Context: an optimization exercise on an open-source flow, tuned for small area and a short achievable clock period. The choices shown serve that exercise and are no tape-out recipe.

==> v29: inputs <==
// fpu_top
module fpu_top (
	input  logic             clk,
	input  logic             i_rst_n,
	input  logic [1:0]       i_op,
	input  logic [31:0]      i_a,
	input  logic [31:0]      i_b,
	output logic [31:0]      o_result
);
	fpu_pkg::float_t a_w;
	fpu_pkg::float_t b_w;
	logic   is_sub;
	logic   is_mul;
	fpu_pkg::float_t eff_b;
	logic   sc_hit;
	fpu_pkg::float_t sc_value;
	fpu_pkg::float_t sum;
	fpu_pkg::float_t product;
	fpu_pkg::float_t next_result;
	assign a_w.word = i_a;
	assign b_w.word = i_b;
	assign is_sub = (i_op == fpu_pkg::op_sub);
	assign is_mul = (i_op == fpu_pkg::op_mul);
	always_comb begin
		eff_b        = b_w;
		eff_b.f.sign = b_w.f.sign ^ is_sub;
	end
	fpu_special_case u_special (
		.i_a      (a_w),
		.i_b      (eff_b),
		.i_is_mul (is_mul),
		.o_hit    (sc_hit),
		.o_value  (sc_value)
	);
	fpu_adder u_adder (
		.i_a   (a_w),
		.i_b   (eff_b),
		.o_sum (sum)
	);
	fpu_multiplier u_mult (
  ...
Settings: LEC_CHECK=0, ABC_AREA=1, CAP_MARGIN=20, CORE_MARGIN=2, CORE_UTILIZATION=40, SETUP_SLACK_MARGIN=5, SLEW_MARGIN=20; clock period 17.0 ns.
run.sh (not shown) runs the stock make flow with config.mk's settings and CLKGATE_MAP_FILE= SYNTH_SCRIPT=/design/flow/synth_recipe.tcl, a recipe that flattens the netlist after the stock synthesis.
==> v26 (differences from v29) <==
--- a/flow/design.v
+++ b/flow/design.v
@@ -20,15 +20,15 @@
 ) (
 	input  logic [W-1:0] i_a,
 	input  logic [W-1:0] i_b,
 	input  logic         i_ci,
 	output logic [W-1:0] o_sum,
 	output logic         o_co
 );
-	localparam int L = $clog2(W + 1);
+	localparam int L = (W >= 32) ? 6 : (W >= 16) ? 5 : (W >= 8) ? 4 : (W >= 4) ? 3 : (W >= 2) ? 2 : 1;
 	logic [W:0] g [L+1];
 	logic [W:0] p [L+1];
 	always_comb begin
 		g[0][0] = i_ci;
 		p[0][0] = 1'b0;
 		for (int i = 0; i < W; i++) begin
 			g[0][i+1] = i_a[i] & i_b[i];
@@ -83,72 +83,66 @@
 		o_cnt = v4[1] ? {1'b0, c4[1]} : {1'b1, c4[0]};
 	end
 endmodule
 module fpu_special_case (
 	input  fpu_pkg::float_t i_a,
 	input  fpu_pkg::float_t i_b,
 	input  logic            i_is_mul,
-	output logic            o_hit,
-	output fpu_pkg::float_t o_value
+	input  logic            i_is_rsv,
+	output logic            o_sel_a,
+	output logic            o_sel_b,
+	output logic            o_sel_zero,
+	output logic            o_sel_inf,
+	output logic            o_sel_arith
 );
-	localparam logic [8-1:0] exp_ones = 255;
-	localparam logic [32-2:0] inf_mag = {exp_ones, {23{1'b0}}};
 	logic   a_zero;
 	logic   a_inf;
 	logic   a_nan;
 	logic   b_zero;
 	logic   b_inf;
 	logic   b_nan;
-	logic   sign_x;
-	fpu_pkg::float_t zero_val;
-	fpu_pkg::float_t inf_val;
 	logic   a_emax;
 	logic   a_f0;
 	logic   b_emax;
 	logic   b_f0;
+	logic   add_a;
+	logic   add_b;
+	logic   mul_z;
+	logic   mul_i;
 	assign a_emax = &i_a.f.exp;
 	assign a_f0   = ~|i_a.f.frac;
 	assign b_emax = &i_b.f.exp;
 	assign b_f0   = ~|i_b.f.frac;
 	assign a_zero = ~|i_a.f.exp & a_f0;
 	assign a_inf  = a_emax & a_f0;
 	assign a_nan  = a_emax & ~a_f0;
 	assign b_zero = ~|i_b.f.exp & b_f0;
 	assign b_inf  = b_emax & b_f0;
 	assign b_nan  = b_emax & ~b_f0;
-	assign sign_x        = i_a.f.sign ^ i_b.f.sign;
-	assign zero_val.word = {sign_x, {(32-1){1'b0}}};
-	assign inf_val.word  = {sign_x, inf_mag};
+	assign add_a = (a_nan | b_zero) | (~(b_nan | a_zero) & a_inf);
+	assign add_b = ~(a_nan | b_zero) & ((b_nan | a_zero) | (~a_inf & b_inf));
+	assign mul_z = ~a_nan & ~b_nan & (a_zero | b_zero);
+	assign mul_i = ~a_nan & ~b_nan & ~(a_zero | b_zero) & (a_inf | b_inf);
 	always_comb begin
-		o_hit   = 1'b1;
-		o_value = i_a;
-		if (i_is_mul) begin
-			if (a_nan) begin
-				o_value = i_a;
-			end else if (b_nan) begin
-				o_value = i_b;
-			end else if (a_zero || b_zero) begin
-				o_value = zero_val;
-			end else if (a_inf || b_inf) begin
-				o_value = inf_val;
-			end else begin
-				o_hit = 1'b0;
-			end
+		o_sel_a     = 1'b0;
+		o_sel_b     = 1'b0;
+		o_sel_zero  = 1'b0;
+		o_sel_inf   = 1'b0;
+		o_sel_arith = 1'b0;
+		if (i_is_rsv) begin
+		end else if (i_is_mul) begin
+			o_sel_a     = a_nan;
+			o_sel_b     = ~a_nan & b_nan;
+			o_sel_zero  = mul_z;
+			o_sel_inf   = mul_i;
+			o_sel_arith = ~(a_nan | b_nan | a_zero | b_zero | a_inf | b_inf);
 		end else begin
-			if (a_nan || b_zero) begin
-				o_value = i_a;
-			end else if (b_nan || a_zero) begin
-				o_value = i_b;
-			end else if (a_inf) begin
-				o_value = i_a;
-			end else if (b_inf) begin
-				o_value = i_b;
-			end else begin
-				o_hit = 1'b0;
-			end
+			o_sel_a     = add_a;
+			o_sel_b     = add_b;
+			o_sel_arith = ~(add_a | add_b);
 		end
 	end
 endmodule
 module fpu_add_far (
 	input  logic            i_sign,
 	input  logic [7:0]      i_exp,
 	input  logic [23:0]     i_big_mant,
@@ -202,17 +196,18 @@
 	fpu_pfx_add #(.W(25)) u_rnd (
 		.i_a   ({1'b0, mant}),
 		.i_b   (25'd0),
 		.i_ci  (inc),
 		.o_sum (rounded),
 		.o_co  (rnd_co)
 	);
-	assign exp_m1  = i_exp - 8'd1;
-	assign exp_p1  = i_exp + 8'd1;
-	assign exp_p2  = i_exp + 8'd2;
+	logic [2:0] e_co;
+	fpu_pfx_add #(.W(8)) u_em1 (.i_a(i_exp), .i_b(8'hff), .i_ci(1'b0), .o_sum(exp_m1), .o_co(e_co[0]));
+	fpu_pfx_add #(.W(8)) u_ep1 (.i_a(i_exp), .i_b(8'h00), .i_ci(1'b1), .o_sum(exp_p1), .o_co(e_co[1]));
+	fpu_pfx_add #(.W(8)) u_ep2 (.i_a(i_exp), .i_b(8'h01), .i_ci(1'b1), .o_sum(exp_p2), .o_co(e_co[2]));
 	assign exp_sel = raw[27] ? 2'd2 : (raw[26] ? 2'd1 : 2'd0);
 	always_comb begin
 		case ({exp_sel, rounded[24]})
 			3'b000:  o_sum.f.exp = exp_m1;
 			3'b001:  o_sum.f.exp = i_exp;
 			3'b010:  o_sum.f.exp = i_exp;
 			3'b011:  o_sum.f.exp = exp_p1;
@@ -264,39 +259,48 @@
 		.i_a   (b_op),
 		.i_b   (a_sh ^ {26{i_sub}}),
 		.i_ci  (i_sub),
 		.o_sum (raw_ba),
 		.o_co  (co_ba)
 	);
 	assign raw    = i_a_big ? raw_ab : raw_ba;
-	assign big_exp_p1 = (i_a_big ? i_a_exp : i_b_exp) + 8'd1;
+	logic [7:0] a_exp_p1;
+	logic [7:0] b_exp_p1;
+	logic [2:0] e_co;
+	logic [7:0] exp_n;
+	fpu_pfx_add #(.W(8)) u_ap1 (.i_a(i_a_exp), .i_b(8'h00), .i_ci(1'b1), .o_sum(a_exp_p1), .o_co(e_co[0]));
+	fpu_pfx_add #(.W(8)) u_bp1 (.i_a(i_b_exp), .i_b(8'h00), .i_ci(1'b1), .o_sum(b_exp_p1), .o_co(e_co[1]));
+	assign big_exp_p1 = i_a_big ? a_exp_p1 : b_exp_p1;
 	fpu_lzc32 u_lzc (.i_v({raw, 6'b0}), .o_cnt(lz));
 	assign norm = raw << lz;
+	fpu_pfx_add #(.W(8)) u_exp (.i_a(big_exp_p1), .i_b({3'b111, ~lz}), .i_ci(1'b1), .o_sum(exp_n), .o_co(e_co[2]));
 	logic fr_co;
 	fpu_pfx_add #(.W(23)) u_rnd (
 		.i_a   (raw[23:1]),
 		.i_b   (23'd0),
 		.i_ci  (raw[0] & raw[1]),
 		.o_sum (frac_r),
 		.o_co  (fr_co)
 	);
 	always_comb begin
 		if (raw == '0) begin
 			o_sum.word = '0;
 		end else begin
 			o_sum.f.sign = i_a_big ? i_a_sign : i_b_sign;
-			o_sum.f.exp  = big_exp_p1 - {3'b0, lz};
+			o_sum.f.exp  = exp_n;
 			o_sum.f.frac = (raw[25:24] == 2'b01) ? frac_r : norm[24:2];
 		end
 	end
 endmodule
 module fpu_adder (
 	input  fpu_pkg::float_t i_a,
 	input  fpu_pkg::float_t i_b,
-	output fpu_pkg::float_t o_sum
+	output logic            o_near,
+	output fpu_pkg::float_t o_near_sum,
+	output fpu_pkg::float_t o_far_sum
 );
 	logic        a_big;
 	logic [7:0]  a_exp;
 	logic [7:0]  b_exp;
 	logic [23:0] a_mant;
 	logic [23:0] b_mant;
 	logic [23:0] a_rev;
@@ -319,16 +323,30 @@
 	fpu_pfx_add #(.W(31)) u_cmp (
 		.i_a   (i_a.word[30:0]),
 		.i_b   (~i_b.word[30:0]),
 		.i_ci  (1'b1),
 		.o_sum (cmp_sum),
 		.o_co  (a_big)
 	);
-	assign d_ab = {1'b0, a_exp} - {1'b0, b_exp};
-	assign d_ba = {1'b0, b_exp} - {1'b0, a_exp};
+	logic co_dab;
+	logic co_dba;
+	fpu_pfx_add #(.W(9)) u_dab (
+		.i_a   ({1'b0, a_exp}),
+		.i_b   ({1'b1, ~b_exp}),
+		.i_ci  (1'b1),
+		.o_sum (d_ab),
+		.o_co  (co_dab)
+	);
+	fpu_pfx_add #(.W(9)) u_dba (
+		.i_a   ({1'b0, b_exp}),
+		.i_b   ({1'b1, ~a_exp}),
+		.i_ci  (1'b1),
+		.o_sum (d_ba),
+		.o_co  (co_dba)
+	);
 	assign a_ge = ~d_ab[8];
 	assign diff = a_ge ? d_ab[7:0] : d_ba[7:0];
 	always_comb begin
 		for (int i = 0; i < 24; i++) begin
 			a_rev[i] = a_mant[23-i];
 			b_rev[i] = b_mant[23-i];
 		end
@@ -354,15 +372,17 @@
 		.i_b_exp  (b_exp),
 		.i_a_mant (a_mant),
 		.i_b_mant (b_mant),
 		.i_a_big  (a_big),
 		.i_sub    (eff_sub),
 		.o_sum    (near_sum)
 	);
-	assign o_sum = near ? near_sum : far_sum;
+	assign o_near     = near;
+	assign o_near_sum = near_sum;
+	assign o_far_sum  = far_sum;
 endmodule
 module fpu_multiplier (
 	input  fpu_pkg::float_t i_a,
 	input  fpu_pkg::float_t i_b,
 	output fpu_pkg::float_t o_product
 );
 	logic [23:0] a_mant;
@@ -393,18 +413,21 @@
 		.i_ci  (1'b0),
 		.o_sum (product),
 		.o_co  (prod_co)
 	);
 	assign norm    = product << shift;
 	assign exp_base = (i_a.f.exp | {7'b0, ~|i_a.f.exp}) + (i_b.f.exp | {7'b0, ~|i_b.f.exp})
 	                  - 8'(127) - {2'b0, shift};
+	logic [7:0] exp_p1;
+	logic       e_co;
+	fpu_pfx_add #(.W(8)) u_ep1 (.i_a(exp_base), .i_b(8'h00), .i_ci(1'b1), .o_sum(exp_p1), .o_co(e_co));
 	always_comb begin
 		o_product.f.sign = i_a.f.sign ^ i_b.f.sign;
 		if (norm[47]) begin
-			o_product.f.exp  = exp_base + 8'd1;
+			o_product.f.exp  = exp_p1;
 			o_product.f.frac = norm[46:24];
 		end else begin
 			o_product.f.exp  = exp_base;
 			o_product.f.frac = norm[45:23];
 		end
 	end
 endmodule
@@ -900,53 +923,76 @@
 	input  logic [31:0]      i_b,
 	output logic [31:0]      o_result
 );
 	fpu_pkg::float_t a_w;
 	fpu_pkg::float_t b_w;
 	logic   is_sub;
 	logic   is_mul;
+	logic   is_rsv;
 	fpu_pkg::float_t eff_b;
-	logic   sc_hit;
-	fpu_pkg::float_t sc_value;
-	fpu_pkg::float_t sum;
+	logic   sel_a;
+	logic   sel_b;
+	logic   sel_zero;
+	logic   sel_inf;
+	logic   sel_arith;
+	fpu_pkg::float_t near_sum;
+	fpu_pkg::float_t far_sum;
+	logic   near;
 	fpu_pkg::float_t product;
-	fpu_pkg::float_t next_result;
+	logic   sel_near;
+	logic   sel_far;
+	logic   sel_prod;
+	logic   sign_x;
+	logic [31:0] early;
+	logic [31:0] next_result;
 	assign a_w.word = i_a;
 	assign b_w.word = i_b;
 	assign is_sub = (i_op == fpu_pkg::op_sub);
 	assign is_mul = (i_op == fpu_pkg::op_mul);
+	assign is_rsv = (i_op == fpu_pkg::op_rsv);
 	always_comb begin
 		eff_b        = b_w;
 		eff_b.f.sign = b_w.f.sign ^ is_sub;
 	end
 	fpu_special_case u_special (
-		.i_a      (a_w),
-		.i_b      (eff_b),
-		.i_is_mul (is_mul),
-		.o_hit    (sc_hit),
-		.o_value  (sc_value)
+		.i_a        (a_w),
+		.i_b        (eff_b),
+		.i_is_mul   (is_mul),
+		.i_is_rsv   (is_rsv),
+		.o_sel_a    (sel_a),
+		.o_sel_b    (sel_b),
+		.o_sel_zero (sel_zero),
+		.o_sel_inf  (sel_inf),
+		.o_sel_arith(sel_arith)
 	);
 	fpu_adder u_adder (
-		.i_a   (a_w),
-		.i_b   (eff_b),
-		.o_sum (sum)
+		.i_a        (a_w),
+		.i_b        (eff_b),
+		.o_near     (near),
+		.o_near_sum (near_sum),
+		.o_far_sum  (far_sum)
 	);
 	fpu_multiplier u_mult (
 		.i_a       (a_w),
 		.i_b       (b_w),
 		.o_product (product)
 	);
-	always_comb begin
-		case (i_op)
-			fpu_pkg::op_rsv:  next_result.word = 32'h7FC0_0000;
-			fpu_pkg::op_mul:  next_result = sc_hit ? sc_value : product;
-			default: next_result = sc_hit ? sc_value : sum;
-		endcase
-	end
+	assign sign_x   = i_a[31] ^ i_b[31];
+	assign sel_prod = sel_arith & is_mul;
+	assign sel_near = sel_arith & ~is_mul & near;
+	assign sel_far  = sel_arith & ~is_mul & ~near;
+	assign early[31]    = (i_a[31] & sel_a) | (eff_b.f.sign & sel_b) | (sign_x & (sel_zero | sel_inf));
+	assign early[30:23] = (i_a[30:23] & {8{sel_a}}) | (i_b[30:23] & {8{sel_b}}) | {8{sel_inf | is_rsv}};
+	assign early[22]    = (i_a[22] & sel_a) | (i_b[22] & sel_b) | is_rsv;
+	assign early[21:0]  = (i_a[21:0] & {22{sel_a}}) | (i_b[21:0] & {22{sel_b}});
+	assign next_result = early
+	                   | (near_sum.word & {32{sel_near}})
+	                   | (far_sum.word & {32{sel_far}})
+	                   | (product.word & {32{sel_prod}});
 	always_ff @(posedge clk or negedge i_rst_n) begin
 		if (!i_rst_n) begin
 			o_result <= '0;
 		end else begin
-			o_result <= next_result.word;
+			o_result <= next_result;
 		end
 	end
 endmodule
==> flow/flow/run.sh (new file) <==
#!/bin/bash
set -euo pipefail
bash standard.sh SETUP_SLACK_MARGIN=8 finish > flow_make.log 2>&1
==> flow/standard.sh (new file) <==
#!/bin/bash
# synth_recipe.tcl (not shown) runs the flow's synth.tcl, then flattens the netlist and writes it again
# the make line also repeats each setting of config.mk as NAME=value (left out here)
make -C /OpenROAD-flow-scripts/flow DESIGN_CONFIG=/design/flow/config.mk WORK_HOME=/design/flow/orfs CLKGATE_MAP_FILE= SYNTH_SCRIPT=/design/flow/synth_recipe.tcl "${@:-finish}"
Settings changed: SETUP_SLACK_MARGIN 5 to default.
removed: flow/run.sh
==> summary.md <==
| Metric | Value |
|---|---|
| Ant diodes | `5` |
| Critical path buffers and inverters | `24` |
| Met2 WL | `between 60000 and 70000 µm` |
| Simple-Gate Fraction of Synth Area | `30.9%` |
| GR Util All Layers | `39.4%` |
| Setup crit start | `i_a[28]` |
| Status | `no timing/DRC/antenna violations` |
the above is filed under v26

==> summary.md <==
| Metric | Value |
|---|---|
| Setup crit start | `i_a[4]` |
| Ant diodes | `2` |
| GR Util All Layers | `35.9%` |
| Status | `no timing/DRC/antenna violations` |
the above is filed under v29

No functional check of the RTL was part of any run of this note.

## separate check: timing with driven ports
The flow's constraints put no driver on any port. The routed layouts listed below were extracted and timed again, unchanged, in two steps. Step 1 (the two cells are an assumption about what drives the block):
set clk [get_ports {clk}]
set_driving_cell -lib_cell sky130_fd_sc_hd__clkbuf_16 $clk
set_driving_cell -lib_cell sky130_fd_sc_hd__buf_2 [delete_from_list [all_inputs] $clk]
Step 2, shift: input delay + t, output delay - t, t = (earliest + latest rising clock arrival at the registers) / 2. This alone moves slack from input paths to output paths. Three values: no drivers, after step 1, after step 2; two values: the first two.
run	shift t [ns]	slack for setup (ns)	slew at the worst register clock pin (ns)
v29	0.320	5.303 / 5.317 / 4.997	0.07 / 0.07
v26	0.334	6.442 / 6.418 / 6.084	0.06 / 0.06
After both steps every run listed still meets setup and hold. The setup slack of v26, which loses most, moves by -0.024 ns with the drivers and by -0.358 ns with both steps.
